This is an optimization exercise on Yosys and OpenROAD, whose aim is small area, not a production implementation. RTL that was checked went through simulation tests only; none was proved equivalent to the original. The RTL of runs 5 and 6 was laid out without a check of its function. Power is estimated from default activity; no workload was simulated.

==> flow/design.v <==
package ref_subst_pkg;
	localparam int BANK_ADR_W = 3;
	localparam int POS4_W = 5;
	localparam int BP_POS_W = POS4_W + 1;
	localparam int AWK_CNT_W = 3;
	localparam int ORDER_W = 3;
	localparam int Y_IN_CU_W = 7;
	localparam int N_BANKS = 8;
	localparam int SAMPLES_PER_BANK = 4;
	localparam int LINE_SAMPLES = N_BANKS * SAMPLES_PER_BANK;  
	typedef logic [BANK_ADR_W-1:0] bank_adr_t;
	typedef logic [POS4_W-1:0] pos4_t;
	typedef logic [BP_POS_W-1:0] bp_pos_t;
	typedef logic [AWK_CNT_W-1:0] awk_cnt_t;
	typedef logic [ORDER_W-1:0] order_t;
	typedef logic [Y_IN_CU_W-1:0] y_in_cu_t;
	localparam int BP_SIDE_BIT = POS4_W;
	localparam bank_adr_t ADR_INVALID = '1;
	localparam awk_cnt_t BP2_MIN_AWK = 3'd2;
	localparam awk_cnt_t BP3_MIN_AWK = 3'd2;
endpackage
`timescale 1ns/1ps
import ref_subst_pkg::*;
module ref_subst_lane #(
	parameter int bit_depth = 8
) (
	input logic clk,
	input logic arst_n,
	input logic stall,
	input logic [ref_subst_pkg::SAMPLES_PER_BANK*bit_depth-1:0] bank_data,
	input ref_subst_pkg::bank_adr_t bank_adr,
	input ref_subst_pkg::pos4_t bank_pos,
	input logic none_avail,
	input logic fill_t_all,
	input logic fill_l_all,
	input logic rt_ok,
	input logic bt_ok,
	input ref_subst_pkg::pos4_t bt_border_pos,
	input ref_subst_pkg::pos4_t rt_border_pos,
	input logic bp3_top_ok,
	input logic bp3_lft_ok,
	input logic bp2_top_ok,
	input logic bp2_lft_ok,
	input logic [bit_depth-1:0] fill_top,
	input logic [bit_depth-1:0] fill_lft,
	input logic [ref_subst_pkg::SAMPLES_PER_BANK*bit_depth-1:0] bp2_samples,
	input ref_subst_pkg::pos4_t bp2_pos,
	input logic [ref_subst_pkg::SAMPLES_PER_BANK*bit_depth-1:0] bp3_samples,
	input ref_subst_pkg::pos4_t bp3_pos,
	output logic [ref_subst_pkg::SAMPLES_PER_BANK*bit_depth-1:0] sub_bank
);
	localparam int BANK_W = SAMPLES_PER_BANK * bit_depth;
	logic adr_invalid;
	logic is_left_side;
	logic sel_half;
	logic bp3_hit;
	logic bp2_hit;
	logic past_border;
	logic fill_hit;
	logic s_bp3;
	logic s_bp2;
	logic s_fill;
	logic s_half;
	logic s_data;
	logic s_fill_top;
	logic s_fill_lft;
	logic [bit_depth-1:0] fill_n;
	logic [BANK_W-1:0] sub_next;
	function automatic logic pos_ge(
		input logic [POS4_W-1:0] a,
		input logic [POS4_W-1:0] b
	);
		logic ge;
		ge = 1'b1;
		for (int k = 0; k < POS4_W; k++)
			ge = (a[k] && !b[k]) || (!(a[k] ^ b[k]) && ge);
		pos_ge = ge;
	endfunction
	assign adr_invalid = (bank_adr == ADR_INVALID);
	assign is_left_side = bank_adr[0];
	assign sel_half = adr_invalid || none_avail;
	assign bp3_hit = (is_left_side ? bp3_lft_ok : bp3_top_ok) && (bp3_pos == bank_pos);
	assign bp2_hit = (is_left_side ? bp2_lft_ok : bp2_top_ok) && (bp2_pos == bank_pos);
	assign past_border = (is_left_side ? bt_ok : rt_ok)
	                  && pos_ge(bank_pos, is_left_side ? bt_border_pos : rt_border_pos);
	assign fill_hit = (is_left_side ? fill_l_all : fill_t_all) || past_border;
	assign s_bp3 = !stall && !sel_half && bp3_hit;
	assign s_bp2 = !stall && !sel_half && !bp3_hit && bp2_hit;
	assign s_fill = !stall && !sel_half && !bp3_hit && !bp2_hit && fill_hit;
	assign s_half = !stall && sel_half;
	assign s_data = !stall && !sel_half && !bp3_hit && !bp2_hit && !fill_hit;
	assign s_fill_top = s_fill && !is_left_side;
	assign s_fill_lft = s_fill && is_left_side;
	for (genvar k = 0; k < bit_depth; k++) begin : g_fill
		if (k == bit_depth - 1) begin : g_msb
			assign fill_n[k] = !((s_fill_top && fill_top[k]) || (s_fill_lft && fill_lft[k]) || s_half);
		end else begin : g_low
			assign fill_n[k] = !((s_fill_top && fill_top[k]) || (s_fill_lft && fill_lft[k]));
		end
	end
	for (genvar b = 0; b < BANK_W; b++) begin : g_bit
		logic pick_n;
		logic hold_n;
		assign pick_n = !((s_bp3 && bp3_samples[b]) || (s_bp2 && bp2_samples[b]) || (s_data && bank_data[b]));
		assign hold_n = !(stall && sub_bank[b]);
		assign sub_next[b] = !(pick_n && hold_n && fill_n[b % bit_depth]);
	end
	always_ff @(posedge clk or negedge arst_n) begin
		if (!arst_n)
			sub_bank <= '0;
		else
			sub_bank <= sub_next;
	end
endmodule
`timescale 1ns/1ps
module ref_tl_select #(
	parameter int bit_depth = 8
) (
	input logic clk,
	input logic arst_n,
	input logic stall,
	input logic is_above,
	input logic is_left,
	input logic is_top_left,
	input ref_subst_pkg::order_t order,
	input logic [bit_depth-1:0] data_tl,
	input logic [bit_depth-1:0] fill_l,
	input logic [bit_depth-1:0] fill_t,
	output logic [bit_depth-1:0] sub_tl
);
	localparam logic [bit_depth-1:0] HALF_VAL = {1'b1, {(bit_depth-1){1'b0}}};
	logic order_first;
	logic load;
	logic [bit_depth-1:0] tl_store;  
	logic [bit_depth-1:0] store_next;
	logic [bit_depth-1:0] tl_next;
	logic s_hold;
	logic s_store;
	logic s_fill_l;
	logic s_fill_t;
	logic s_half;
	assign order_first = (order == '0);
	assign load = order_first && !stall;
	assign store_next = load ? data_tl : tl_store;
	assign s_hold = stall;
	assign s_store = !stall && is_top_left;
	assign s_fill_l = !stall && !is_top_left && is_above && !is_left;
	assign s_fill_t = !stall && !is_top_left && is_left;
	assign s_half = !stall && !is_top_left && !is_above && !is_left;
	for (genvar k = 0; k < bit_depth; k++) begin : g_bit
		assign tl_next[k] = (s_hold && sub_tl[k]) || (s_store && store_next[k])
		                 || (s_fill_t && fill_t[k]) || (s_fill_l && fill_l[k])
		                 || (s_half && HALF_VAL[k]);
	end
	always_ff @(posedge clk or negedge arst_n) begin
		if (!arst_n) begin
			tl_store <= '0;
			sub_tl <= '0;
		end else begin
			sub_tl <= tl_next;
			tl_store <= store_next;
		end
	end
endmodule
`timescale 1ns/1ps
import ref_subst_pkg::*;
module ref_subst_top #(
	parameter int bit_depth = 8
) (
	input logic clk,
	input logic arst_n,
	input logic stall,
	input logic [ref_subst_pkg::LINE_SAMPLES*bit_depth-1:0] data,
	input logic [ref_subst_pkg::N_BANKS*ref_subst_pkg::BANK_ADR_W-1:0] bank_adr,
	input logic [ref_subst_pkg::N_BANKS*ref_subst_pkg::POS4_W-1:0] bank_pos,
	input logic is_above,
	input logic is_left,
	input logic is_top_left,
	input logic is_bt_border,
	input logic is_rt_border,
	input ref_subst_pkg::pos4_t bt_border_pos,
	input ref_subst_pkg::pos4_t rt_border_pos,
	input ref_subst_pkg::y_in_cu_t y_in_cu,
	input ref_subst_pkg::order_t order,
	input logic [bit_depth-1:0] fill_l,
	input logic [bit_depth-1:0] fill_t,
	input logic [bit_depth-1:0] fill_b,
	input logic [bit_depth-1:0] fill_rt,
	input logic [bit_depth-1:0] data_tl,
	input logic [ref_subst_pkg::SAMPLES_PER_BANK*bit_depth-1:0] bp2_samples,
	input ref_subst_pkg::bp_pos_t bp2_pos,
	input logic [ref_subst_pkg::SAMPLES_PER_BANK*bit_depth-1:0] bp3_samples,
	input ref_subst_pkg::bp_pos_t bp3_pos,
	input ref_subst_pkg::awk_cnt_t awk_cnt,
	output logic [ref_subst_pkg::LINE_SAMPLES*bit_depth-1:0] sub_data,
	output logic [bit_depth-1:0] sub_tl
);
	localparam int BANK_W = SAMPLES_PER_BANK * bit_depth;
	logic none_avail;
	logic fill_t_all;    
	logic fill_l_all;    
	logic rt_ok;         
	logic bt_ok;         
	logic awake;
	logic y_zero;
	logic bp3_top_ok;    
	logic bp3_lft_ok;    
	logic bp2_top_ok;
	logic bp2_lft_ok;
	logic [bit_depth-1:0] fill_top;   
	logic [bit_depth-1:0] fill_lft;   
	assign none_avail = !is_above && !is_left && !is_top_left;
	assign fill_t_all = !is_above && !is_top_left && is_left;
	assign fill_l_all = !is_left && !is_top_left;
	assign rt_ok = is_rt_border && is_above;
	assign bt_ok = is_bt_border && is_left;
	assign awake = awk_cnt[2] || (awk_cnt[1] && awk_cnt[0]);  
	assign y_zero = (y_in_cu == '0);
	assign bp3_top_ok = awake && !y_zero && !bp3_pos[BP_SIDE_BIT];
	assign bp3_lft_ok = awake && bp3_pos[BP_SIDE_BIT];
	assign bp2_top_ok = awake && !y_zero && !bp2_pos[BP_SIDE_BIT];
	assign bp2_lft_ok = awake && bp2_pos[BP_SIDE_BIT];
	assign fill_top = fill_t_all ? fill_t : fill_rt;
	assign fill_lft = fill_l_all ? fill_l : fill_b;
	for (genvar i = 0; i < N_BANKS; i++) begin : g_lane
		ref_subst_lane #(
			.bit_depth(bit_depth)
		) i_lane (
			.clk(clk),
			.arst_n(arst_n),
			.stall(stall),
			.bank_data(data[(N_BANKS-1-i)*BANK_W +: BANK_W]),
			.bank_adr(bank_adr[(N_BANKS-1-i)*BANK_ADR_W +: BANK_ADR_W]),
			.bank_pos(bank_pos[(N_BANKS-1-i)*POS4_W +: POS4_W]),
			.none_avail(none_avail),
			.fill_t_all(fill_t_all),
			.fill_l_all(fill_l_all),
			.rt_ok(rt_ok),
			.bt_ok(bt_ok),
			.bt_border_pos(bt_border_pos),
			.rt_border_pos(rt_border_pos),
			.bp3_top_ok(bp3_top_ok),
			.bp3_lft_ok(bp3_lft_ok),
			.bp2_top_ok(bp2_top_ok),
			.bp2_lft_ok(bp2_lft_ok),
			.fill_top(fill_top),
			.fill_lft(fill_lft),
			.bp2_samples(bp2_samples),
			.bp2_pos(bp2_pos[POS4_W-1:0]),
			.bp3_samples(bp3_samples),
			.bp3_pos(bp3_pos[POS4_W-1:0]),
			.sub_bank(sub_data[(N_BANKS-1-i)*BANK_W +: BANK_W])
		);
	end
	ref_tl_select #(
		.bit_depth(bit_depth)
	) i_tl_select (
		.clk(clk),
		.arst_n(arst_n),
		.stall(stall),
		.is_above(is_above),
		.is_left(is_left),
		.is_top_left(is_top_left),
		.order(order),
		.data_tl(data_tl),
		.fill_l(fill_l),
		.fill_t(fill_t),
		.sub_tl(sub_tl)
	);
endmodule
==> flow/flow/run.sh <==
#!/bin/bash
# Layout flow: the standard ORFS flow (the make call of standard.sh), with these changes:
#  - synthesis is synth_recipe.tcl's, but abc maps the combinational logic with an
#    area-oriented &nf script (abc_area_nf.script) and the adder extraction is skipped;
#    the registers come from dfflibmap before abc, so they are the standard ones.
#  - every port still gets a buffer, but a buf_1 instead of the default cell.
#  - flow/dont_use.txt, if present, lists cells the flow may not use beyond the platform's list.
#  - flow/make_args.txt, if present, holds more VAR=value settings for make, one per line
#    (@W@ stands for this work folder).
set -euo pipefail
W=$PWD
export MY_ABC_SCRIPT=$W/flow/abc_area_nf.script
DONT_USE=$(make -s -C "$FLOW_HOME" DESIGN_CONFIG="$W/config.mk" WORK_HOME="$W/orfs" print-DONT_USE_CELLS \
  | sed -n 's/^DONT_USE_CELLS: //p')
if [[ -f $W/flow/dont_use.txt ]]; then
  DONT_USE="$DONT_USE $(tr '\n' ' ' < "$W/flow/dont_use.txt")"
fi
echo "DONT_USE_CELLS=$DONT_USE" > "$W/dont_use.log"
EXTRA=()
if [[ -f $W/flow/make_args.txt ]]; then
  mapfile -t EXTRA < <(grep -v '^ *$' "$W/flow/make_args.txt" | sed "s|@W@|$W|g")
fi
make -C "$FLOW_HOME" DESIGN_CONFIG="$W/config.mk" WORK_HOME="$W/orfs" CLKGATE_MAP_FILE= \
  DONT_USE_CELLS="$DONT_USE" \
  SYNTH_SCRIPT="$W/flow/my_synth.tcl" ADDER_MAP_FILE= \
  BUFFER_PORTS_ARGS="-buffer_cell sky130_fd_sc_hd__buf_1" \
  "${EXTRA[@]}" finish > "$W/make_finish.log" 2>&1
R=$W/orfs/results/$FLOW_PLATFORM/ref_subst_top/base
: # left out here: write the final layout as DEF
==> flow/flow/abc_area_nf.script <==
&get -n
&st
&synch2
&nf -R 1000
&put
==> flow/flow/dont_use.txt <==
sky130_fd_sc_hd__buf_6
sky130_fd_sc_hd__buf_8
sky130_fd_sc_hd__buf_12
sky130_fd_sc_hd__buf_16
sky130_fd_sc_hd__bufbuf_8
sky130_fd_sc_hd__bufbuf_16
sky130_fd_sc_hd__bufinv_8
sky130_fd_sc_hd__bufinv_16
sky130_fd_sc_hd__clkbuf_16
==> flow/flow/make_args.txt <==
REMOVE_ABC_BUFFERS=1
==> flow/flow/my_synth.tcl <==
proc synth {args} { yosys synth -nofsm -noshare {*}$args }
# same synthesis as synth_recipe.tcl, with only the abc script for the combinational logic swapped
proc abc {args} {
  set i [lsearch -exact $args -script]
  if { $i >= 0 && [info exists ::env(MY_ABC_SCRIPT)] } {
    lset args [expr { $i + 1 }] $::env(MY_ABC_SCRIPT)
  }
  yosys abc {*}$args
}
source $::env(SCRIPTS_DIR)/synth.tcl
# left out here: clear keep_hierarchy, flatten, clean up, hide names made inside functions, write 1_2_yosys.v
==> flow/standard.sh <==
#!/bin/bash
# synth_recipe.tcl (not shown) runs the flow's synth.tcl, then flattens the netlist and writes it again
# the make line also repeats each setting of config.mk as NAME=value (left out here)
make -C /OpenROAD-flow-scripts/flow DESIGN_CONFIG=/design/flow/config.mk WORK_HOME=/design/flow/orfs CLKGATE_MAP_FILE= SYNTH_SCRIPT=/design/flow/synth_recipe.tcl "${@:-finish}"
==> flow/config.mk <==
export PLATFORM = sky130hd
export DESIGN_NAME = ref_subst_top
export DESIGN_NICKNAME = ref_subst_top
export VERILOG_FILES = /design/flow/design.v
export SDC_FILE = /design/flow/constraint.sdc
export NUM_CORES = 4
export LEC_CHECK = 0
export CAP_MARGIN = 0
export CORE_AREA = 5 5 255 255
export CTS_BUF_LIST = sky130_fd_sc_hd__clkbuf_8
export CTS_CLUSTER_DIAMETER = 90
export CTS_CLUSTER_SIZE = 12
export DIE_AREA = 0 0 260 260
export GPL_TIMING_DRIVEN = 0
export SETUP_SLACK_MARGIN = 0.2
export SLEW_MARGIN = 0
export SYNTH_HIERARCHICAL = 1
export SYNTH_MINIMUM_KEEP_SIZE = 0
==> flow/constraint.sdc <==
create_clock -name core_clock -period 4.0 [get_ports {clk}]
set_input_delay 0.8000 -clock core_clock [delete_from_list [all_inputs] [get_ports {clk}]]
set_output_delay 0.8000 -clock core_clock [all_outputs]
set_load 0.01 [all_outputs]
==> reports/qor.csv, run 1 <==
metric,value,unit
rows,91,
synth_adder_area_share,1.59,%
boundaryPins,731,
syn_area_per_cell,10.1,sq um
worst_slack,277,ps
clock_latency,660,ps
sw_frac_of_total,39.1,%
gp_congestion,0.916,
p_leak,8.30,nW
cts_buffers,29,
power.switching,3.05,mW
clkSlewWorstSetupHoldPaths,90,ps
tritoncts,done,
ys_seq_area_share,45.1,%
wire_per_inst,32.4,microns
fin_crit,3720,ps
synth_top_area_cell,dfrtp_1,
hold_violations,0,
comb_power_share,32.4,%
initial_core_util,24.4,%
place_ws,-1300,ps
p_total,7.81,mW
rsz0062_at_grt,yes,
finalCoreUtilization,33.5,%
drtIter0Drc,4018,
grt_max_degree,53,
synth.most_common_cell,nand2_1,
ys.flop_type,dfrtp_1,
clock-sinks,272,
syn_inst,1491,
gr-total-overflow,0,
synth_edf_count,0,
synth_top_family_by_area,compound AO/OA/AOI/OAI gates,
setup_viol,0,
p_int,4.76,mW
synth_xor_xnor_area_share,4.64,%
drive_gt1_share,10.0,%
final.fill_count,6669,
r2r-start,g_lane[0].i_lane.sub_bank[14]$_DFF_PN0_,
clock_power_share,23.0,%
place_hpwl,82.0,mm
critPathCaptureType,register,
reg2reg_slack,2900,ps
drv_slew,0,
max_freq,0.269,GHz
start_kind,primary input,
synth_common_cells,"nand2_1, dfrtp_1, nand3_1",
crit_arrival,4200,ps
wl,104,mm
die_w,260,microns
die_area,67600,sq um
slew_headroom,14.0,%
clock-root-buffer,clkbuf_8,
cts_max_path_buffers,3,
synth_cell_types,27,
ys_warn_count,8,
fin_crit_sh,93.1,%
cp.required,4480,ps
synth_top_cell_area_share,45.1,%
h-tree-depth,1,
ys_async_sr_fraction,100,%
vias_per_cell,6.11,
final_nets,2825,
fp.dieH,260,microns
vias,19600,
grt_pass1_wl,139,mm
status,timing/DRC/antenna clean,
firstDrtPassIters,13,
r2r_end,g_lane[0].i_lane.sub_bank[14]$_DFF_PN0_,
grtUsageTotal,28.4,%
synth-simple-area-share,20.0,%
synth_area,15100,sq um
synth_compound_area_share,22.3,%
r2r_cells,2,
power.share.sequential,44.6,%
core_area,61800,sq um
hold_path.class,in2async,
powerDensity,378,nW/um^2
area_growth_syn_to_layout,37.1,%
antenna_found_initial,14,
ir_drop,0.000222,V
drv_cap,0,
synth.area.mux_share,6.17,%
critPathKind,in2reg,
yosys-top-cells-area,"dfrtp_1, a222oi_1, nand3_1, nand2_1, xor2_1",
dpl_cell_area,19700,sq um
crit_path_max_fanout,13,
ant_nets,0,
setup-tns-final,0,ps
drc_errors,0,
grt_pass1_vias,18700,
tightestPinTransition,1280,ps
post-route-cell-area,20700,sq um
synth_seq_cells,272,
fin_skew,19.6,ps
place.port_buffers,730,
## routing by layer
metal | vias up | wire length, microns | track usage (%)
met5 | - | 106 | 0
met4 | 16 | 5880 | 13.3
met3 | 284 | 13000 | 8.30
li1 | 7994 | - | -
met1 | 9557 | 36300 | 34.4
met2 | 1734 | 48400 | 46.6
## worst max path at each step
stage,endpoint,start,cells after the start,slack [ps]
CTS,g_lane[6].i_lane.sub_bank[10]$_DFF_PN0_,bt_border_pos[0],12,120
global placement,g_lane[5].i_lane.sub_bank[15]$_DFF_PN0_,stall,4,-21780
detailed placement,g_lane[1].i_lane.sub_bank[25]$_DFF_PN0_,bank_adr[18],12,-1300
finish,g_lane[0].i_lane.sub_bank[26]$_DFF_PN0_,bank_adr[21],12,280
floorplan,g_lane[0].i_lane.sub_bank[15]$_DFF_PN0_,bank_adr[21],11,-170
global route,g_lane[2].i_lane.sub_bank[5]$_DFF_PN0_,rt_border_pos[0],12,130
## per-stage QoR
| stage | hold slack, ps | std cells |
|---|---|---|
| after floorplan | 454 | 1491 |
| after global placement | 465 | 3058 |
| after detailed placement | 474 | 3137 |
| after CTS | 104 | 3192 |
| after global routing | 177 | 3201 |
| final | 147 | 3204 |
## placed cells by master, fill, tap and decap left out, types with 30 or more instances in the layout
cell      count
a222oi_1    263
mux2i_1      48
dfrtp_1     272
buf_4        85
mux2_1       40
buf_1       723
xor2_1       56
nand2_1     280
clkbuf_8     30
nand3_1     272
## power by group through the flow
stage / registers, mW / clock network, mW / logic, mW
after detailed placement: 3.52 / 0 / 2.43
final: 3.49 / 1.80 / 2.53
after global routing: 3.53 / 1.92 / 2.68
after CTS: 3.47 / 1.86 / 2.47
after global placement: 3.53 / 0 / 2.41
after floorplan: 3.70 / 0 / 0.868
## kinds of logic (layout without fill, tap and decap cells)
| family | Yosys count | count (layout) |
|---|---|---|
| buffers and inverters | 8 | 879 |
| adders and majority gates | 24 | 24 |
| xor gates and xnor gates | 80 | 80 |
| AOI/OAI and AO/OA | 363 | 363 |
| muxes | 88 | 88 |
| DFF | 272 | 272 |
| other | 0 | 5 |
| and+or+nand+nor | 656 | 656 |
## final cells by class
type	count	area [sq um]	area share [%]
Antenna cell	5	12.5	0.0605
Inverter	8	30.0	0.145
Clock inverter	6	58.8	0.284
Timing Repair Buffer	836	3510	16.9
Clock buffer	29	399	1.93
Sequential cell	272	6810	32.9
Tap cell	837	1050	5.06
Multi-Input combinational cell	1211	8830	42.7
## registers in the layout, summed over array words and instances (netlist names)
register,flops
g_lane.i_lane.sub_bank,256
i_tl_select.sub_tl,8
i_tl_select.tl_store,8
## what timing repair did
item,4_1_cts,5_1_grt
hold buffers,0,0
cloned,1,0
endpoints found under the setup margin,256,242
buffers inserted,19,7
pin swaps,9,3
gates resized for setup,34,31
## critical path: stages
cell	delay, ps
buf_2	330
mux2i_1	150
o31ai_1	240
nand2_1	90
maj3_1	370
maj3_1	350
maj3_1	400
a221oi_2	390
nor3_2	180
buf_4	250
a22oi_1	500
nand3_1	130
==> run 2, diff against run 1 <==
--- a/flow/design.v
+++ b/flow/design.v
@@ -81,8 +81,8 @@
 	assign sel_half = adr_invalid || none_avail;
 	assign bp3_hit = (is_left_side ? bp3_lft_ok : bp3_top_ok) && (bp3_pos == bank_pos);
 	assign bp2_hit = (is_left_side ? bp2_lft_ok : bp2_top_ok) && (bp2_pos == bank_pos);
-	assign past_border = (is_left_side ? bt_ok : rt_ok)
-	                  && pos_ge(bank_pos, is_left_side ? bt_border_pos : rt_border_pos);
+	assign past_border = is_left_side ? (bt_ok && pos_ge(bank_pos, bt_border_pos))
+	                                  : (rt_ok && pos_ge(bank_pos, rt_border_pos));
 	assign fill_hit = (is_left_side ? fill_l_all : fill_t_all) || past_border;
 	assign s_bp3 = !stall && !sel_half && bp3_hit;
 	assign s_bp2 = !stall && !sel_half && !bp3_hit && bp2_hit;
==> run 2 against run 1 <==
Against the previous run: flip-flop and latch count stayed put; clock power barely moved; still clean on timing, DRC and antenna; highest routed layer unchanged; sequential share of layout area is 0.59 points higher.
==> reports/qor.csv, run 2 <==
metric,value,unit,change
wire_per_inst,31.6,microns,-2.6%
fp.dieH,260,microns,unchanged
tritoncts,done,,
clkSlewWorstSetupHoldPaths,100,ps,about the same
wl_met2,46.2,mm,-4.5%
largest_register,g_lane.i_lane.sub_bank,,
synth_seq_cells,272,,unchanged
core_area,61800,sq um,unchanged
vias_per_cell,6.06,,-0.87%
p_leak,8.01,nW,-3.5%
worst_path_max_delay_cell,a22oi_1,,
max_stage_delay,720,ps,+220 ps
grt_max_degree,52,,-1.9%
hold_violations,0,,unchanged
largest_reg_flops,256,,unchanged
worstPathCellList,buf_2 -> buf_4 -> buf_4 -> buf_4 -> nand3b_1 -> nor2b_1 -> and3_2 -> a22oi_1 -> nand3_1,,
grtUsageTotal,27.6,%,-0.77 points
powerDensity,379,nW/um^2,+0.27%
rows,91,,unchanged
slew_headroom,15.3,%,+1.3 points
drv_cap,0,,unchanged
ys_async_sr_fraction,100,%,unchanged
area_growth_syn_to_layout,33.5,%,
crit_arrival,4210,ps,about the same
clock_latency,660,ps,about the same
reg.largest.list,"g_lane.i_lane.sub_bank: 256 flops, i_tl_select.sub_tl: 8 flops, i_tl_select.tl_store: 8 flops",,
drive_gt1_share,7.18,%,-2.9 points
synth_area,15200,sq um,+0.86%
m1WireLength,37.2,mm,+2.5%
cp.required,4500,ps,+20 ps
setup-tns-final,0,ps,unchanged
place_hpwl,78.3,mm,-4.6%
clock-sinks,272,,unchanged
synth_top_area_cell,dfrtp_1,,
route.top_layer_used,met5,,
final_nets,2832,,+0.25%
synth_top_cell_area_share,44.7,%,-0.39 points
drtIter0Drc,3863,,-3.9%
status,timing/DRC/antenna clean,,
cts_max_path_buffers,3,,unchanged
final_cell_mix,"buf_1, nand2_1, nand3_1, dfrtp_1, a222oi_1",,
final_common_cell,buf_1,,
crit_path_max_fanout,46,,+33
firstDrtPassIters,12,,-1
fin_crit,3710,ps,-11.3 ps
place_ws,-1160,ps,+134 ps
hold_path.class,in2async,,
p_int,4.70,mW,-1.2%
h-tree-depth,1,,unchanged
grt_pass1_wl,136,mm,-2.0%
sw_frac_of_total,38.9,%,-0.19 points
ir_drop,0.000213,V,-4.2%
yosys-top-cells-area,"dfrtp_1, a222oi_1, nand3_1, nand2_1, maj3_1",,
vias,19500,,-0.53%
gr-total-overflow,0,,unchanged
ys_seq_area_share,44.7,%,-0.39 points
drc_errors,0,,unchanged
antenna_found_initial,10,,-4
worst_slack,288,ps,+11.3 ps
clock_power_share,22.9,%,about the same
fin_skew,6.40,ps,-13.2 ps
syn_inst,1531,,+2.7%
syn_area_per_cell,9.94,sq um,-1.8%
synth_edf_count,0,,unchanged
ant_nets,0,,unchanged
drv_slew,0,,unchanged
gp_congestion,0.916,,about the same
cpMostUsedCell,buf_4,,
final.fill_count,6737,,+1.0%
max_freq,0.269,GHz,+0.30%
ys_warn_count,8,,unchanged
synth.most_common_cell,nand2_1,,
setup_viol,0,,unchanged
critPathCaptureType,register,,
ys.flop_type,dfrtp_1,,
die_w,260,microns,unchanged
rsz0062_at_grt,yes,,
fin_crit_sh,92.8,%,-0.28 points
critPathKind,in2reg,,
initial_core_util,24.6,%,+0.21 points
tightestPinTransition,1270,ps,-14.5 ps
synth_cell_types,27,,unchanged
place.port_buffers,730,,unchanged
start_kind,primary input,,
boundaryPins,731,,unchanged
synth_common_cells,"nand2_1, dfrtp_1, nand3_1",,
power.share.sequential,45.2,%,+0.6 points
cts_buffers,28,,-3.4%
power.switching,2.99,mW,-2.0%
grt_pass1_vias,18900,,+1.5%
die_area,67600,sq um,unchanged
clock-root-buffer,clkbuf_8,,
comb_power_share,31.8,%,-0.6 points
wl,101,mm,-2.2%
routed-wl-met3,12.5,mm,-4.5%
[run 2: cell count changes after synthesis, moves of 16 or more]
cell / previous run / this run
maj3_1: 24 / 64
clkinv_1: 8 / 40
mux2i_1: 48 / 16
and3_1: 0 / 16
nand2_1: 280 / 296
nor2b_1: 11 / 27
[run 2: path summary, 6_finish.rpt]
path / from / to / slack [ps] / depth (start not counted)
min reg2reg: i_tl_select.tl_store[3]$_DFF_PN0_ / i_tl_select.tl_store[3]$_DFF_PN0_ / 490 / 1
max in group asynchronous: arst_n / g_lane[5].i_lane.sub_bank[23]$_DFF_PN0_ / 1100 / 6
max: stall / g_lane[4].i_lane.sub_bank[4]$_DFF_PN0_ / 290 / 9
min in group core_clock: data[135] / g_lane[3].i_lane.sub_bank[7]$_DFF_PN0_ / 340 / 3
min: arst_n / g_lane[1].i_lane.sub_bank[14]$_DFF_PN0_ / 80 / 1
max reg2reg: i_tl_select.tl_store[7]$_DFF_PN0_ / i_tl_select.sub_tl[7]$_DFF_PN0_ / 2800 / 2
[run 2: routing by layer]
metal  GRT usage (%)  up-vias
li1                -     7979
met1            35.1     9615
met2            43.8     1604
met3            7.00      282
met4            13.3        2
met5           0.512        -
[run 2: layout make-up]
cell class                      instances  area [sq um]  share of cell area [%]
Antenna cell                           10          25.0                   0.123
Clock buffer                           28           385                    1.90
Clock inverter                          5          43.8                   0.215
Inverter                               40           150                   0.739
Multi-Input combinational cell       1219          8580                    42.2
Sequential cell                       272          6810                    33.5
Tap cell                              837          1050                    5.15
Timing Repair Buffer                  804          3290                    16.2
[run 2: metrics by stage]
step,hold slack (ps),utilization (%),power (mW),area (sq um),std cells
final,75.2,32.9,7.70,20300,3215
after global routing,82.1,32.9,8.00,20300,3211
after CTS,53.9,32.8,7.66,20300,3205
after detailed placement,470,31.8,5.90,19600,3165
after global placement,463,30.8,5.91,19000,3098
after floorplan,454,-,4.58,15200,1531
[run 2: power groups by stage]
stage / Combinational, mW / Clock, mW / Sequential, mW
floorplan: 0.885 / 0 / 3.69
detailed placement: 2.38 / 0 / 3.52
finish: 2.45 / 1.77 / 3.48
global placement: 2.39 / 0 / 3.52
CTS: 2.41 / 1.77 / 3.47
global route: 2.60 / 1.88 / 3.52
[run 2: critical path: cells and delay by family]
family / cells / cell delay [ps]
AND/OR/NAND/NOR: 4 / 860
buffers and inverters: 4 / 1760
AO/OA/AOI/OAI: 1 / 720
[run 2: kinds of logic after synthesis]
group | synth area share [%]
adder cells (fa/ha/maj) | 4.21
multiplexers | 3.42
AND/OR/NAND/NOR | 20.5
buffers and inverters | 0.986
AO/OA/AOI/OAI | 21.6
flip-flops | 44.7
XOR/XNOR | 4.60
[run 2: repair_timing]
action,4_1_cts,5_1_grt
gates resized for setup,25,8
buffers inserted,5,0
hold buffers,0,0
endpoints found under the setup margin,195,87
pin swaps,5,0
cloned,2,0
==> run 3, diff against run 2 <==
--- a/flow/config.mk
+++ b/flow/config.mk
@@ -11,6 +11,7 @@
 export CTS_CLUSTER_DIAMETER = 90
 export CTS_CLUSTER_SIZE = 12
 export DIE_AREA = 0 0 260 260
+export GPL_ROUTABILITY_DRIVEN = 0
 export GPL_TIMING_DRIVEN = 0
 export SETUP_SLACK_MARGIN = 0.2
 export SLEW_MARGIN = 0
==> run 3 against run 2 <==
Against the previous run: core utilization fell by 0.23 points; global-route usage fell by 0.13 points; synthesized cell count did not move; largest power group unchanged; first-iteration DRC count rose by 6.3%; clock-buffer cell count fell by 1; fmax fell by 1.4%; clock power fell by 3%; synthesized area did not move; worst hold slack got worse by 27 ps.
==> reports/qor.csv, run 3 <==
metric,value,unit,change
ys_seq_area_share,44.7,%,unchanged
place.port_buffers,730,,unchanged
synth_common_cells,"nand2_1, dfrtp_1, nand3_1",,
synth.most_common_cell,nand2_1,,
crit_path_max_fanout,8,,-83%
die_w,260,microns,unchanged
clock_latency,660,ps,about the same
grt_pass1_wl,136,mm,-0.12%
grt_pass1_vias,18900,,-0.23%
place_hpwl,78.2,mm,-0.15%
synth_top_cell_area_share,44.7,%,unchanged
clock-sinks,272,,unchanged
final_cell_mix,"buf_1, nand2_1, nand3_1, dfrtp_1, a222oi_1",,
syn_inst,1531,,unchanged
cts_setup_buffers,0,,-5
core_area,61800,sq um,unchanged
setup_viol,0,,unchanged
final.fill_count,6815,,+1.2%
cpMostUsedCell,maj3_1,,
crit_arrival,4350,ps,+140 ps
h-tree-depth,1,,unchanged
status,timing/DRC/antenna clean,,
clock-root-buffer,clkbuf_8,,
cp_num_buf_inv,2,,-2
final_cells,3207,,-0.25%
cts_buffers,27,,-3.6%
dp_cells,3164,,-0.032%
ir_drop,0.000237,V,+11%
synth_top_area_cell,dfrtp_1,,
vias_per_cell,6.02,,-0.71%
grt_max_degree,53,,+1.9%
max_stage_delay,540,ps,-180 ps
synth_seq_cells,272,,unchanged
grt_use_met1,34.7,%,-0.49 points
fin_crit,3760,ps,+52.2 ps
fin_crit_sh,94.1,%,+1.3 points
worst_path_max_delay_cell,nor2_2,,
grtUsageTotal,27.5,%,-0.13 points
place_ws,-1190,ps,-21.8 ps
syn_area_per_cell,9.94,sq um,unchanged
worstPathCellList,buf_1 -> nor2b_1 -> maj3_1 -> maj3_1 -> maj3_1 -> maj3_1 -> o32a_1 -> nand2_1 -> nand2_1 -> nor2_2 -> buf_4 -> a22oi_1 -> nand3_1,,
p_total,7.62,mW,-1.0%
hold_violations,0,,unchanged
powerDensity,377,nW/um^2,-0.33%
seq_area,6810,sq um,unchanged
vias,19300,,-0.95%
p_leak,7.96,nW,-0.58%
synth_edf_count,0,,unchanged
ant_nets,0,,unchanged
tightestPinTransition,1350,ps,+82.6 ps
max_freq,0.266,GHz,-1.4%
drv_cap,0,,unchanged
initial_core_util,24.6,%,unchanged
ys_warn_count,8,,unchanged
largest_register,g_lane.i_lane.sub_bank,,
ys.flop_type,dfrtp_1,,
area_growth_syn_to_layout,32.6,%,
drv_slew,0,,unchanged
drive_gt1_share,6.66,%,-0.52 points
hold_buffers,0,,unchanged
final_common_cell,buf_1,,
boundaryPins,731,,unchanged
firstDrtPassIters,11,,-1
fp.dieH,260,microns,unchanged
multi_input_area,8510,sq um,-0.73%
die_area,67600,sq um,unchanged
hold_path.class,in2async,,
yosys-top-cells-area,"dfrtp_1, a222oi_1, nand3_1, nand2_1, maj3_1",,
grtUsageMet3,7.47,%,+0.47 points
drc_errors,0,,unchanged
use_met2,43.2,%,-0.58 points
clkSlewWorstSetupHoldPaths,100,ps,about the same
gr-total-overflow,0,,unchanged
fin_skew,30.3,ps,+23.9 ps
synth_area,15200,sq um,unchanged
critPathCaptureType,register,,
antenna_found_initial,15,,+5
start_kind,primary input,,
worst_slack,236,ps,-52.2 ps
wl,100,mm,-1.1%
final_nets,2823,,-0.32%
slew_headroom,9.74,%,-5.5 points
cts_max_path_buffers,3,,unchanged
drtIter0Drc,4105,,+6.3%
tritoncts,done,,
largest_reg_flops,256,,unchanged
finalCoreUtilization,32.6,%,-0.23 points
critPathKind,in2reg,,
crit_family,adder cells,,
rows,91,,unchanged
wire_per_inst,31.3,microns,-0.86%
grt_busiest_layer,met2,,
synth_cell_types,27,,unchanged
reg.largest.list,"g_lane.i_lane.sub_bank: 256 flops, i_tl_select.sub_tl: 8 flops, i_tl_select.tl_store: 8 flops",,
ys_async_sr_fraction,100,%,unchanged
cp.required,4580,ps,+80 ps
rsz0062_at_grt,no,,
run 3: cell counts after synthesis:
No cell type changed its count.
run 3: worst reg2reg max path: stages, from the launching register on:
cell	delay [ps]
dfrtp_1	380
mux2_1	400
a221o_1	350
run 3: kinds of logic (layout without fill, tap and decap cells):
family | Yosys count | in the layout | share of synthesized area [%]
XOR/XNOR | 80 | 80 | 4.60
buffers and inverters | 40 | 867 | 0.986
adder cells (fa/ha/maj) | 64 | 64 | 4.21
AO/OA/AOI/OAI | 347 | 347 | 21.6
multiplexers | 48 | 48 | 3.42
flip-flops | 272 | 272 | 44.7
other | 0 | 12 | 0
AND/OR/NAND/NOR | 680 | 680 | 20.5
run 3: final cells by class:
cell class / count / area share (%)
multi-input combinational: 1219 / 42.2
timing repair buffer: 796 / 16.0
clock buffer: 27 / 1.84
inverter: 40 / 0.744
antenna: 12 / 0.149
sequential: 272 / 33.7
tap: 837 / 5.19
clock inverter: 4 / 0.161
run 3: routing by layer:
| layer | vias up | wire [microns] |
|---|---|---|
| li1 | 7964 | - |
| met1 | 9413 | 36400 |
| met5 | - | 48 |
| met3 | 292 | 12800 |
| met2 | 1619 | 45400 |
| met4 | 8 | 5740 |
run 3: report_power, final:
| part | switching, mW | total, mW | leakage, nW | internal [mW] |
|---|---|---|---|---|
| clock | 1.09 | 1.71 | 0.214 | 0.618 |
| sequential | 0.282 | 3.49 | 3.41 | 3.20 |
| combinational | 1.58 | 2.42 | 4.34 | 0.845 |
run 3: worst paths after layout:
check	from	end	slack, ps	depth (start not counted)
max	rt_border_pos[0]	g_lane[4].i_lane.sub_bank[9]$_DFF_PN0_	240	13
min	arst_n	g_lane[3].i_lane.sub_bank[6]$_DFF_PN0_	50	1
max reg2reg	i_tl_select.tl_store[7]$_DFF_PN0_	i_tl_select.sub_tl[7]$_DFF_PN0_	2770	2
min reg2reg	i_tl_select.tl_store[6]$_DFF_PN0_	i_tl_select.tl_store[6]$_DFF_PN0_	490	1
max in group asynchronous	arst_n	g_lane[0].i_lane.sub_bank[23]$_DFF_PN0_	1050	6
min in group core_clock	data[47]	g_lane[6].i_lane.sub_bank[15]$_DFF_PN0_	340	3
run 3: timing repair:
action | CTS | global route
hold endpoints to repair | 0 | 0
setup endpoints to repair | 151 | 85
gates resized for setup | 22 | 4
pin swaps | 0 | 0
gates cloned | 0 | 0
run 3: metrics by stage:
step | TNS, ps | hold slack, ps | cell area [sq um]
6_report | 0 | 48.4 | 20200
5_1_grt | 0 | 70.5 | 20200
4_1_cts | 0 | 28.9 | 20100
3_5_place_dp | -155670 | 473 | 19600
3_3_place_gp | -8655820 | 464 | 19000
2_1_floorplan | 0 | 454 | 15200
==> run 4, diff against run 3 <==
--- a/flow/config.mk
+++ b/flow/config.mk
@@ -11,9 +11,7 @@
 export CTS_CLUSTER_DIAMETER = 90
 export CTS_CLUSTER_SIZE = 12
 export DIE_AREA = 0 0 260 260
-export GPL_ROUTABILITY_DRIVEN = 0
 export GPL_TIMING_DRIVEN = 0
 export SETUP_SLACK_MARGIN = 0.2
 export SLEW_MARGIN = 0
-export SYNTH_HIERARCHICAL = 1
-export SYNTH_MINIMUM_KEEP_SIZE = 0
+export SYNTH_HIERARCHICAL = 0
==> run 4 against run 3 <==
Against the previous run: still clean; cell count increased by 2.3%; first-iteration DRC count rose by 0.83%; combinational power up 2%; sequential power hardly changed; die area unchanged; synthesized cell count increased by 0.78%; non-clock buffer count grew 63; clock skew fell by 19 ps; critical path depth decreased by 2; critical path type unchanged.
==> reports/qor.csv, run 4 <==
metric,value,unit,change
ys.flop_type,dfrtp_1,,
fin_skew,11.7,ps,-18.6 ps
tightestPinTransition,1170,ps,-183 ps
powerDensity,372,nW/um^2,-1.4%
final_cell_mix,"buf_1, nand2_1, dfrtp_1",,
final_common_cell,buf_1,,
fin_crit,3820,ps,+55.1 ps
start_kind,primary input,,
initial_core_util,24.5,%,-0.087 points
synth_seq_cells,272,,unchanged
antenna_found_initial,14,,-1
syn_inst,1543,,+0.78%
h-tree-depth,1,,unchanged
area_growth_syn_to_layout,35.6,%,
critPathKind,in2reg,,
core_area,61800,sq um,unchanged
synth_top_cell_area_share,44.9,%,+0.16 points
fp.dieH,260,microns,unchanged
p_total,7.65,mW,+0.41%
worst_path_max_delay_cell,buf_4,,
grt_pass1_vias,19400,,+2.6%
ant_nets,0,,unchanged
ys_warn_count,2,,-6
yosys-top-cells-area,"dfrtp_1, a222oi_1, nand3_1, nand2_1, maj3_1",,
firstDrtPassIters,15,,+4
max_freq,0.262,GHz,-1.4%
fin_crit_sh,95.5,%,+1.4 points
critPathCaptureType,register,,
drc_errors,0,,unchanged
die_area,67600,sq um,unchanged
worstPathCellList,buf_4 -> buf_4 -> clkbuf_8 -> clkbuf_8 -> nor2b_4 -> nand3_1 -> nor2_1 -> nand3b_1 -> buf_2 -> o22a_1 -> nand3_1,,
synth_area,15200,sq um,-0.35%
final_nets,2898,,+2.7%
largest_register,g_lane.i_lane.sub_bank,,
synth_edf_count,0,,unchanged
crit_arrival,4320,ps,-30 ps
ys_seq_area_share,44.9,%,+0.16 points
worst_slack,181,ps,-55.1 ps
grtUsageTotal,28.6,%,+1.2 points
crit_path_max_fanout,54,,+46
clock-root-buffer,clkbuf_8,,
boundaryPins,731,,unchanged
p_leak,8.17,nW,+2.6%
wire_per_inst,32.0,microns,+2.3%
vias_per_cell,6.12,,+1.8%
rsz0062_at_grt,no,,
cts_buffers,27,,unchanged
syn_area_per_cell,9.83,sq um,-1.1%
tritoncts,done,,
synth.most_common_cell,nand2_1,,
drv_slew,0,,unchanged
synth_common_cells,"nand2_1, dfrtp_1, nand3_1",,
grt_max_degree,55,,+3.8%
reg.largest.list,"g_lane.i_lane.sub_bank: 256 flops, i_tl_select.sub_tl: 8 flops, i_tl_select.tl_store: 8 flops",,
synth_cell_types,31,,+15%
hold_path.class,in2reg,,
place_hpwl,79.7,mm,+2.0%
largest_reg_flops,256,,unchanged
grt_pass1_wl,141,mm,+3.5%
max_stage_delay,500,ps,-40 ps
ir_drop,0.000258,V,+9.2%
place.port_buffers,730,,unchanged
clock_latency,640,ps,-20 ps
place_ws,-1640,ps,-451 ps
cts_max_path_buffers,3,,unchanged
ys_async_sr_fraction,100,%,unchanged
vias,20100,,+4.1%
die_w,260,microns,unchanged
slew_headroom,22.1,%,+12 points
drv_cap,0,,unchanged
clock-sinks,272,,unchanged
gr-total-overflow,0,,unchanged
clkSlewWorstSetupHoldPaths,100,ps,about the same
rows,91,,unchanged
hold_violations,0,,unchanged
wl,105,mm,+4.6%
setup_viol,0,,unchanged
drive_gt1_share,8.34,%,+1.7 points
cp.required,4500,ps,-80 ps
status,timing/DRC/antenna clean,,
drtIter0Drc,4139,,+0.83%
gp_congestion,0.940,,
synth_top_area_cell,dfrtp_1,,
## run 4: cell types whose count changed in the layout (fill, tap and decap cells not counted), moves of 31 or more
cell	before	now
a22o_1	1	32
o22a_1	0	48
clkinv_1	40	8
a221oi_1	1	32
buf_2	4	63
a222oi_1	263	232
a22oi_1	49	0
## run 4: metal layers
layer	vias up	wire, microns	track usage (%)
li1	8177	-	-
met1	9710	36000	34.7
met2	1813	48500	46.6
met3	379	14300	8.96
met4	10	6150	13.5
met5	-	69	0
## run 4: path summary, 6_finish.rpt
| check | startpoint | endpoint | slack [ps] | cells after the start |
|---|---|---|---|---|
| min in group asynchronous | arst_n | g_lane[0].i_lane.sub_bank[17]$_DFF_PN0_ | 580 | 2 |
| max in group asynchronous | arst_n | i_tl_select.sub_tl[7]$_DFF_PN0_ | 890 | 6 |
| min | data[240] | g_lane[0].i_lane.sub_bank[16]$_DFF_PN0_ | 360 | 3 |
| min reg2reg | i_tl_select.tl_store[4]$_DFF_PN0_ | i_tl_select.tl_store[4]$_DFF_PN0_ | 500 | 1 |
| max | stall | g_lane[5].i_lane.sub_bank[6]$_DFF_PN0_ | 180 | 11 |
| max reg2reg | i_tl_select.tl_store[7]$_DFF_PN0_ | i_tl_select.sub_tl[7]$_DFF_PN0_ | 2820 | 3 |
## run 4: area by class of cell
class | count | area [sq um]
fillers | 6710 | 41300
multi-input cells | 1262 | 8690
inverters | 9 | 37.5
repair buffers | 859 | 3550
diodes | 9 | 22.5
well taps | 837 | 1050
clock buffers | 27 | 372
clock inverters | 6 | 36.3
flip-flops and latches | 272 | 6810
## run 4: cell families after synthesis
| logic type | count (synthesis) | synth area share [%] |
|---|---|---|
| buffers and inverters | 9 | 0.223 |
| AOI/OAI and AO/OA | 403 | 24.2 |
| xor gates and xnor gates | 80 | 4.62 |
| muxes | 24 | 1.65 |
| DFF | 272 | 44.9 |
| and+or+nand+nor | 699 | 20.8 |
| adders and majority gates | 56 | 3.69 |
## run 4: power breakdown
part / total [mW] / internal [mW] / switching, mW / leakage, nW
clock network: 1.68 / 0.613 / 1.06 / 0.213
logic: 2.48 / 0.864 / 1.62 / 4.54
registers: 3.49 / 3.20 / 0.282 / 3.41
## run 4: through the flow
step	hold WS, ps	cell area (sq um)	cells	util (%)	setup TNS, ps
floorplan	454	15200	1543	-	-316960
global placement	466	19000	3110	30.7	-6736280
detailed placement	476	19700	3199	31.9	-354900
CTS	310	20400	3258	33.0	0
global route	327	20600	3278	33.3	0
finish	363	20600	3281	33.3	0
## run 4: worst max-delay path, delay by kind of cell
kind,cells,cell delay (ps)
buffers and inverters,5,2070
and+or+nand+nor,5,910
AOI/OAI and AO/OA,1,440
## run 4: what timing repair did
item                                    4_1_cts  5_1_grt
cloned                                        1        0
endpoints found under the setup margin      256      231
gates resized for setup                      26       15
buffers inserted                             24       14
pin swaps                                     0       10
hold buffers                                  1        0
endpoints found under the hold margin        10        0
==> run 5, diff against run 4 <==
--- a/flow/design.v
+++ b/flow/design.v
@@ -59,7 +59,10 @@
 	logic fill_hit;
 	logic s_bp3;
 	logic s_bp2;
-	logic s_fill;
+	logic use_bp3;
+	logic use_bp2;
+	logic use_fill;
+	logic use_data;
 	logic s_half;
 	logic s_data;
 	logic s_fill_top;
@@ -84,13 +87,17 @@
 	assign past_border = is_left_side ? (bt_ok && pos_ge(bank_pos, bt_border_pos))
 	                                  : (rt_ok && pos_ge(bank_pos, rt_border_pos));
 	assign fill_hit = (is_left_side ? fill_l_all : fill_t_all) || past_border;
-	assign s_bp3 = !stall && !sel_half && bp3_hit;
-	assign s_bp2 = !stall && !sel_half && !bp3_hit && bp2_hit;
-	assign s_fill = !stall && !sel_half && !bp3_hit && !bp2_hit && fill_hit;
-	assign s_half = !stall && sel_half;
-	assign s_data = !stall && !sel_half && !bp3_hit && !bp2_hit && !fill_hit;
-	assign s_fill_top = s_fill && !is_left_side;
-	assign s_fill_lft = s_fill && is_left_side;
+	assign use_bp3 = !sel_half && bp3_hit;
+	assign use_bp2 = !sel_half && !bp3_hit && bp2_hit;
+	assign use_fill = !sel_half && !bp3_hit && !bp2_hit && fill_hit;
+	assign use_data = !sel_half && !bp3_hit && !bp2_hit && !fill_hit;
+	ref_subst_stall_gate #(
+		.N(6)
+	) i_stall_gate (
+		.stall(stall),
+		.use_n(~{use_bp3, use_bp2, use_data, use_fill && !is_left_side, use_fill && is_left_side, sel_half}),
+		.sel({s_bp3, s_bp2, s_data, s_fill_top, s_fill_lft, s_half})
+	);
 	for (genvar k = 0; k < bit_depth; k++) begin : g_fill
 		if (k == bit_depth - 1) begin : g_msb
 			assign fill_n[k] = !((s_fill_top && fill_top[k]) || (s_fill_lft && fill_lft[k]) || s_half);
@@ -111,6 +118,15 @@
 		else
 			sub_bank <= sub_next;
 	end
+endmodule
+module ref_subst_stall_gate #(
+	parameter int N = 6
+) (
+	input logic stall,
+	input logic [N-1:0] use_n,
+	output logic [N-1:0] sel
+);
+	assign sel = ~(use_n | {N{stall}});
 endmodule
 `timescale 1ns/1ps
 module ref_tl_select #(
--- a/flow/config.mk
+++ b/flow/config.mk
@@ -14,4 +14,5 @@
 export GPL_TIMING_DRIVEN = 0
 export SETUP_SLACK_MARGIN = 0.2
 export SLEW_MARGIN = 0
-export SYNTH_HIERARCHICAL = 0
+export SYNTH_HIERARCHICAL = 1
+export SYNTH_MINIMUM_KEEP_SIZE = 0
==> run 5 against run 4 <==
Against the previous run: still clean on timing, DRC and antenna; clock power grew 6%; combinational power down 4%; setup slack better by 0.86 ps; clock-buffer cell count up 2.
==> reports/qor.csv, run 5 <==
metric,value,unit,change
vias_per_cell,6.08,,-0.74%
final_nets,2866,,-1.1%
rows,91,,unchanged
power.share.sequential,45.5,%,about the same
worst_slack,182,ps,+0.862 ps
fin_crit_sh,95.5,%,about the same
synth_edf_count,0,,unchanged
grtUsageTotal,28.0,%,-0.62 points
comb_power_share,31.2,%,-1.3 points
fp.dieH,260,microns,unchanged
synth.most_common_cell,nand2_1,,
p_int,4.65,mW,-0.77%
drv_cap,0,,unchanged
firstDrtPassIters,12,,-3
clock_latency,630,ps,about the same
synth_common_cells,"nand2_1, dfrtp_1, a222oi_1",,
antenna_found_initial,15,,+1
cts_buffers,29,,+7.4%
wire_per_inst,31.2,microns,-2.4%
final_cell_mix,"buf_1, nand2_1, dfrtp_1",,
place_hpwl,78.5,mm,-1.5%
drv_slew,0,,unchanged
fin_crit,3820,ps,-0.862 ps
setup-tns-final,0,ps,unchanged
max_freq,0.262,GHz,about the same
clock-root-buffer,clkbuf_8,,
synth_area,15300,sq um,+0.88%
vias,19800,,-1.5%
synth_top_area_cell,dfrtp_1,,
largest_reg_flops,256,,unchanged
sw_frac_of_total,39.2,%,+0.38 points
powerDensity,371,nW/um^2,-0.25%
cts_max_path_buffers,3,,unchanged
syn_area_per_cell,9.79,sq um,-0.41%
cp.required,4480,ps,-20 ps
place.port_buffers,730,,unchanged
drive_gt1_share,6.91,%,-1.4 points
synth_seq_cells,272,,unchanged
critPathKind,in2reg,,
synth_cell_types,28,,-9.7%
clock-sinks,272,,unchanged
drc_errors,0,,unchanged
grt_pass1_wl,139,mm,-1.4%
status,timing/DRC/antenna clean,,
clkSlewWorstSetupHoldPaths,100,ps,about the same
synth_top_cell_area_share,44.5,%,-0.39 points
ir_drop,0.000237,V,-8.2%
syn_inst,1563,,+1.3%
power.switching,2.99,mW,+0.84%
tritoncts,done,,
initial_core_util,24.8,%,+0.22 points
grt_pass1_vias,19100,,-1.4%
hold_path.class,in2async,,
h-tree-depth,1,,unchanged
largest_register,g_lane.i_lane.sub_bank,,
fin_skew,22.6,ps,+10.9 ps
ys_warn_count,8,,+6
ys_async_sr_fraction,100,%,unchanged
crit_path_max_fanout,17,,-69%
start_kind,primary input,,
clock_power_share,23.4,%,+1.5 points
ys.flop_type,dfrtp_1,,
gp_congestion,0.898,,-4.5%
hold_violations,0,,unchanged
final_common_cell,buf_1,,
crit_arrival,4300,ps,-20 ps
boundaryPins,731,,unchanged
critPathCaptureType,register,,
die_w,260,microns,unchanged
ant_nets,0,,unchanged
yosys-top-cells-area,"dfrtp_1, a222oi_1, nand3_1, nand2_1, maj3_1",,
core_area,61800,sq um,unchanged
wl,102,mm,-3.1%
hold_buffers,0,,-1
die_area,67600,sq um,unchanged
ys_seq_area_share,44.5,%,-0.39 points
tightestPinTransition,1220,ps,+56.5 ps
place_ws,-1080,ps,+556 ps
reg.largest.list,"g_lane.i_lane.sub_bank: 256 flops, i_tl_select.sub_tl: 8 flops, i_tl_select.tl_store: 8 flops",,
p_leak,8.15,nW,-0.27%
grt_max_degree,48,,-13%
rsz0062_at_grt,no,,
area_growth_syn_to_layout,34.5,%,
gr-total-overflow,0,,unchanged
setup_viol,0,,unchanged
drtIter0Drc,3866,,-6.6%
slew_headroom,17.9,%,-4.2 points
## run 5: cell count changes in the layout (fill, tap and decap cells not counted), moves of 32 or more
cell,before,now
a22oi_1,0,50
xor2_1,54,16
nor2b_1,2,34
xnor2_1,26,64
buf_2,63,13
nor2_4,8,40
o22a_1,48,0
## run 5: final cells by class
class / instances / area (sq um)
inverter: 32 / 120
timing repair buffer: 805 / 3340
antenna: 16 / 40.0
tap: 837 / 1050
clock inverter: 6 / 57.6
sequential: 272 / 6810
clock buffer: 29 / 399
multi-input combinational: 1259 / 8770
fill: 6683 / 41200
## run 5: path summary, 6_finish.rpt
check,cells after the start,to,startpoint,slack [ps]
worst max-delay path,13,g_lane[5].i_lane.sub_bank[2]$_DFF_PN0_,rt_border_pos[0],180
worst min-delay path,1,g_lane[2].i_lane.sub_bank[14]$_DFF_PN0_,arst_n,70
worst max register to register,2,i_tl_select.sub_tl[7]$_DFF_PN0_,i_tl_select.tl_store[7]$_DFF_PN0_,2930
worst min register to register,1,i_tl_select.tl_store[6]$_DFF_PN0_,i_tl_select.tl_store[6]$_DFF_PN0_,490
max in group asynchronous,6,g_lane[3].i_lane.sub_bank[9]$_DFF_PN0_,arst_n,1040
min in group core_clock,3,g_lane[6].i_lane.sub_bank[21]$_DFF_PN0_,data[53],390
## run 5: repair_timing
item / in CTS / in global routing
buffers inserted: 0 / 18
pin swaps: 0 / 25
resized for setup: 12 / 31
setup endpoints to repair: 85 / 200
## run 5: power groups by stage
stage / sequential (mW) / combinational, mW / clock (mW)
after CTS: 3.46 / 2.31 / 1.83
after global placement: 3.51 / 2.34 / 0
after detailed placement: 3.51 / 2.30 / 0
final: 3.47 / 2.38 / 1.78
after floorplan: 3.69 / 0.794 / 0
after global routing: 3.52 / 2.55 / 1.91
## run 5: layer usage
metal,vias to the layer above,routed length [microns],share of wire [%],track usage [%]
met1,9665,36800,36,34.5
li1,8104,-,-,-
met4,8,5350,5.3,13.3
met5,-,55,0.054,0.877
met2,1686,45800,45,44.2
met3,326,13700,13,9.51
## run 5: metrics by stage
step / area (sq um) / util, % / power, mW / cells / hold slack (ps)
2_1_floorplan: 15300 / - / 4.49 / 1563 / 454
3_3_place_gp: 19100 / 30.9 / 5.85 / 3130 / 465
5_1_grt: 20600 / 33.3 / 7.97 / 3248 / 79.9
6_report: 20600 / 33.3 / 7.64 / 3256 / 71.6
4_1_cts: 20300 / 32.8 / 7.60 / 3222 / 32.0
3_5_place_dp: 19800 / 32.0 / 5.81 / 3187 / 474
## run 5: worst max-delay path, stage by stage
cell and delay [ps]:
buf_1 190, nor2b_1 190, maj3_1 360, maj3_1 370, maj3_1 360, maj3_1 360, nor3b_1 170, a2111oi_0 110
nand3b_1 200, nor2_4 140, clkbuf_8 280, a222oi_1 600, nand3_1 150
## run 5: cells by family (layout without fill, tap and decap cells)
kind of cell | after synthesis | count (layout) | share of synthesized area (%)
adders and majority gates | 64 | 64 | 4.19
xor gates and xnor gates | 80 | 80 | 4.58
DFF | 272 | 272 | 44.5
muxes | 40 | 40 | 2.81
and+or+nand+nor | 728 | 728 | 21.8
buffers and inverters | 32 | 872 | 0.785
AOI/OAI and AO/OA | 347 | 347 | 21.4
other | 0 | 16 | 0
==> run 6, diff against run 5 <==
--- a/flow/design.v
+++ b/flow/design.v
@@ -57,14 +57,13 @@
 	logic bp2_hit;
 	logic past_border;
 	logic fill_hit;
-	logic s_bp3;
-	logic s_bp2;
-	logic use_bp3;
-	logic use_bp2;
+	localparam int N_SLICES = 2;
+	localparam int SLICE_W = BANK_W / N_SLICES;
+	logic use_bp3_n;
+	logic use_bp2_n;
 	logic use_fill;
-	logic use_data;
+	logic use_data_n;
 	logic s_half;
-	logic s_data;
 	logic s_fill_top;
 	logic s_fill_lft;
 	logic [bit_depth-1:0] fill_n;
@@ -84,20 +83,16 @@
 	assign sel_half = adr_invalid || none_avail;
 	assign bp3_hit = (is_left_side ? bp3_lft_ok : bp3_top_ok) && (bp3_pos == bank_pos);
 	assign bp2_hit = (is_left_side ? bp2_lft_ok : bp2_top_ok) && (bp2_pos == bank_pos);
-	assign past_border = is_left_side ? (bt_ok && pos_ge(bank_pos, bt_border_pos))
-	                                  : (rt_ok && pos_ge(bank_pos, rt_border_pos));
+	assign past_border = (is_left_side ? bt_ok : rt_ok)
+	                  && pos_ge(bank_pos, is_left_side ? bt_border_pos : rt_border_pos);
 	assign fill_hit = (is_left_side ? fill_l_all : fill_t_all) || past_border;
-	assign use_bp3 = !sel_half && bp3_hit;
-	assign use_bp2 = !sel_half && !bp3_hit && bp2_hit;
+	assign use_bp3_n = !(!sel_half && bp3_hit);
+	assign use_bp2_n = !(!sel_half && !bp3_hit && bp2_hit);
 	assign use_fill = !sel_half && !bp3_hit && !bp2_hit && fill_hit;
-	assign use_data = !sel_half && !bp3_hit && !bp2_hit && !fill_hit;
-	ref_subst_stall_gate #(
-		.N(6)
-	) i_stall_gate (
-		.stall(stall),
-		.use_n(~{use_bp3, use_bp2, use_data, use_fill && !is_left_side, use_fill && is_left_side, sel_half}),
-		.sel({s_bp3, s_bp2, s_data, s_fill_top, s_fill_lft, s_half})
-	);
+	assign use_data_n = !(!sel_half && !bp3_hit && !bp2_hit && !fill_hit);
+	assign s_fill_top = !stall && use_fill && !is_left_side;
+	assign s_fill_lft = !stall && use_fill && is_left_side;
+	assign s_half = !stall && sel_half;
 	for (genvar k = 0; k < bit_depth; k++) begin : g_fill
 		if (k == bit_depth - 1) begin : g_msb
 			assign fill_n[k] = !((s_fill_top && fill_top[k]) || (s_fill_lft && fill_lft[k]) || s_half);
@@ -105,12 +100,22 @@
 			assign fill_n[k] = !((s_fill_top && fill_top[k]) || (s_fill_lft && fill_lft[k]));
 		end
 	end
-	for (genvar b = 0; b < BANK_W; b++) begin : g_bit
-		logic pick_n;
-		logic hold_n;
-		assign pick_n = !((s_bp3 && bp3_samples[b]) || (s_bp2 && bp2_samples[b]) || (s_data && bank_data[b]));
-		assign hold_n = !(stall && sub_bank[b]);
-		assign sub_next[b] = !(pick_n && hold_n && fill_n[b % bit_depth]);
+	for (genvar c = 0; c < N_SLICES; c++) begin : g_slice
+		ref_subst_slice #(
+			.W(SLICE_W),
+			.bit_depth(bit_depth)
+		) i_slice (
+			.stall(stall),
+			.use_bp3_n(use_bp3_n),
+			.use_bp2_n(use_bp2_n),
+			.use_data_n(use_data_n),
+			.fill_n(fill_n),
+			.bp3(bp3_samples[c*SLICE_W +: SLICE_W]),
+			.bp2(bp2_samples[c*SLICE_W +: SLICE_W]),
+			.dat(bank_data[c*SLICE_W +: SLICE_W]),
+			.hold(sub_bank[c*SLICE_W +: SLICE_W]),
+			.nxt(sub_next[c*SLICE_W +: SLICE_W])
+		);
 	end
 	always_ff @(posedge clk or negedge arst_n) begin
 		if (!arst_n)
@@ -119,14 +124,34 @@
 			sub_bank <= sub_next;
 	end
 endmodule
-module ref_subst_stall_gate #(
-	parameter int N = 6
+module ref_subst_slice #(
+	parameter int W = 16,
+	parameter int bit_depth = 8
 ) (
 	input logic stall,
-	input logic [N-1:0] use_n,
-	output logic [N-1:0] sel
+	input logic use_bp3_n,
+	input logic use_bp2_n,
+	input logic use_data_n,
+	input logic [bit_depth-1:0] fill_n,
+	input logic [W-1:0] bp3,
+	input logic [W-1:0] bp2,
+	input logic [W-1:0] dat,
+	input logic [W-1:0] hold,
+	output logic [W-1:0] nxt
 );
-	assign sel = ~(use_n | {N{stall}});
+	logic s_bp3;
+	logic s_bp2;
+	logic s_data;
+	assign s_bp3 = !(stall || use_bp3_n);
+	assign s_bp2 = !(stall || use_bp2_n);
+	assign s_data = !(stall || use_data_n);
+	for (genvar b = 0; b < W; b++) begin : g_bit
+		logic pick_n;
+		logic hold_n;
+		assign pick_n = !((s_bp3 && bp3[b]) || (s_bp2 && bp2[b]) || (s_data && dat[b]));
+		assign hold_n = !(stall && hold[b]);
+		assign nxt[b] = !(pick_n && hold_n && fill_n[b % bit_depth]);
+	end
 endmodule
 `timescale 1ns/1ps
 module ref_tl_select #(
--- a/flow/flow/run.sh
+++ b/flow/flow/run.sh
@@ -5,8 +5,7 @@
 #    the registers come from dfflibmap before abc, so they are the standard ones.
 #  - every port still gets a buffer, but a buf_1 instead of the default cell.
 #  - flow/dont_use.txt, if present, lists cells the flow may not use beyond the platform's list.
-#  - flow/make_args.txt, if present, holds more VAR=value settings for make, one per line
-#    (@W@ stands for this work folder).
+#  - flow/make_args.txt, if present, holds more VAR=value settings for make, one per line.
 set -euo pipefail
 W=$PWD
 export MY_ABC_SCRIPT=$W/flow/abc_area_nf.script
@@ -18,7 +17,7 @@
 echo "DONT_USE_CELLS=$DONT_USE" > "$W/dont_use.log"
 EXTRA=()
 if [[ -f $W/flow/make_args.txt ]]; then
-  mapfile -t EXTRA < <(grep -v '^ *$' "$W/flow/make_args.txt" | sed "s|@W@|$W|g")
+  mapfile -t EXTRA < <(grep -v '^ *$' "$W/flow/make_args.txt")
 fi
 make -C "$FLOW_HOME" DESIGN_CONFIG="$W/config.mk" WORK_HOME="$W/orfs" CLKGATE_MAP_FILE= \
   DONT_USE_CELLS="$DONT_USE" \
--- a/flow/config.mk
+++ b/flow/config.mk
@@ -8,8 +8,8 @@
 export CAP_MARGIN = 0
 export CORE_AREA = 5 5 255 255
 export CTS_BUF_LIST = sky130_fd_sc_hd__clkbuf_8
-export CTS_CLUSTER_DIAMETER = 90
-export CTS_CLUSTER_SIZE = 12
+export CTS_CLUSTER_DIAMETER = 60
+export CTS_CLUSTER_SIZE = 16
 export DIE_AREA = 0 0 260 260
 export GPL_TIMING_DRIVEN = 0
 export SETUP_SLACK_MARGIN = 0.2
==> run 6 against run 5 <==
Against the previous run: setup slack better by 37 ps; register-to-register slack lost 30 ps; design area grew 2.6%; sequential power is essentially flat.
==> reports/qor.csv, run 6 <==
metric,value,unit,change
clock_latency,670,ps,+40 ps
start_kind,primary input,,
max_freq,0.264,GHz,+0.98%
gp_congestion,0.904,,+0.67%
tightestPinTransition,1280,ps,+53.7 ps
clock_power_share,25.5,%,+2.1 points
gr-total-overflow,0,,unchanged
ys_async_sr_fraction,100,%,unchanged
drv_slew,0,,unchanged
core_area,61800,sq um,unchanged
grt_max_degree,51,,+6.3%
area_growth_syn_to_layout,38.6,%,
hold_violations,0,,unchanged
clkSlewWorstSetupHoldPaths,110,ps,about the same
die_area,67600,sq um,unchanged
vias,20100,,+1.8%
multi_input_area,9180,sq um,+4.6%
final_nets,2860,,-0.21%
place.port_buffers,730,,unchanged
place_hpwl,83.1,mm,+5.8%
largest_reg_flops,256,,unchanged
drtIter0Drc,4488,,+16%
firstDrtPassIters,13,,+1
reg.largest.list,"g_lane.i_lane.sub_bank: 256 flops, i_tl_select.sub_tl: 8 flops, i_tl_select.tl_store: 8 flops",,
grt_pass1_wl,154,mm,+11%
seq_area,6810,sq um,unchanged
h-tree-depth,1,,unchanged
crit_path_max_fanout,25,,+8
power.share.sequential,42.4,%,-3.1 points
ys_seq_area_share,44.6,%,+0.18 points
p_leak,8.33,nW,+2.2%
grt_pass1_vias,19400,,+1.6%
vias_per_cell,6.18,,+1.6%
p_int,4.87,mW,+4.7%
cp.required,4520,ps,+40 ps
ant_nets,0,,unchanged
power.switching,3.33,mW,+11%
final_cell_mix,"buf_1, nand2_1, dfrtp_1",,
status,timing/DRC/antenna clean,,
fin_crit_sh,94.5,%,-0.92 points
fin_crit,3780,ps,-37.0 ps
rows,91,,unchanged
post-route-cell-area,21100,sq um,+2.6%
drive_gt1_share,10.7,%,+3.8 points
synth_cell_types,28,,unchanged
drv_cap,0,,unchanged
ir_drop,0.000242,V,+2.1%
tritoncts,done,,
ys_warn_count,8,,unchanged
[run 6: cell count changes after synthesis]
cell | previous run | this run
nor3b_1 | 17 | 1
maj3_1 | 64 | 24
o31ai_1 | 0 | 8
mux2_1 | 24 | 32
mux2i_1 | 16 | 56
nor4b_1 | 0 | 8
nand3b_1 | 8 | 0
a221oi_1 | 8 | 16
nor2b_1 | 35 | 19
a2111oi_0 | 8 | 0
clkinv_1 | 32 | 8
nor4_1 | 2 | 10
o21ai_0 | 1 | 9
[run 6: area by class of cell]
type | count | area share [%]
well taps | 837 | 4.96
flip-flops and latches | 272 | 32.2
diodes | 9 | 0.107
repair buffers | 823 | 16.2
clock inverters | 22 | 0.954
clock buffers | 31 | 2.02
inverters | 8 | 0.142
multi-input cells | 1259 | 43.4
[run 6: path summary, 6_finish.rpt]
check	startpoint	to	slack [ps]	cells after the start
worst min register to register	i_tl_select.tl_store[5]$_DFF_PN0_	i_tl_select.tl_store[5]$_DFF_PN0_	500	1
max in group asynchronous	arst_n	g_lane[3].i_lane.sub_bank[7]$_DFF_PN0_	1120	5
worst max-delay path	stall	g_lane[1].i_lane.sub_bank[23]$_DFF_PN0_	220	10
min in group core_clock	data_tl[6]	i_tl_select.tl_store[6]$_DFF_PN0_	360	2
worst max register to register	i_tl_select.tl_store[7]$_DFF_PN0_	i_tl_select.sub_tl[7]$_DFF_PN0_	2900	2
worst min-delay path	arst_n	g_lane[4].i_lane.sub_bank[9]$_DFF_PN0_	170	1
[run 6: layer usage]
layer | vias up | wire length (microns) | GRT usage (%) | part of all wire (%)
li1 | 8132 | - | - | -
met4 | 6 | 7050 | 15.8 | 6.1
met5 | - | 40 | 0 | 0.034
met3 | 326 | 15200 | 9.83 | 13
met2 | 1695 | 51200 | 49.4 | 44
met1 | 9984 | 42500 | 41.0 | 37
[run 6: kinds of logic after synthesis]
group,synth area share (%)
simple gates,20.8
compound gates,22.1
flops,44.6
mux,6.04
xor+xnor,4.60
fa+ha+maj,1.58
buf+inv,0.197
[run 6: what timing repair did]
| action | in CTS | in global routing |
|---|---|---|
| setup endpoints to repair | 256 | 218 |
| pin swaps | 17 | 4 |
| hold endpoints to repair | 0 | 0 |
| gates resized for setup | 29 | 32 |
| gates cloned | 8 | 0 |
| setup buffers | 34 | 2 |
[run 6: power groups by stage]
| stage | logic (mW) | registers (mW) | clock network (mW) |
|---|---|---|---|
| 6_report | 2.63 | 3.48 | 2.09 |
| 5_1_grt | 2.77 | 3.53 | 2.21 |
| 4_1_cts | 2.56 | 3.47 | 2.10 |
| 3_5_place_dp | 2.48 | 3.51 | 0 |
| 3_3_place_gp | 2.46 | 3.52 | 0 |
| 2_1_floorplan | 0.845 | 3.71 | 0 |
[run 6: critical path, delay by kind of cell]
family / cells / cell delay, ps
compound gates: 1 / 800
buf+inv: 7 / 2260
simple gates: 2 / 370
[run 6: stage by stage]
stage	instances	total power [mW]	hold slack (ps)	util (%)	setup WS, ps
floorplan	1539	4.55	454	-	400
global placement	3106	5.98	467	30.8	-18330
detailed placement	3155	5.99	475	32.1	-2200
CTS	3250	8.13	152	33.8	200
global route	3258	8.51	203	34.2	182
finish	3261	8.20	167	34.2	219

Setup slack of run 6, layout unchanged: 0.219 ns with ideal ports, 0.245 ns with driving cells assumed (clock clkbuf_16, inputs buf_2), -0.476 ns with port delays also shifted by the 0.721 ns mid clock arrival.
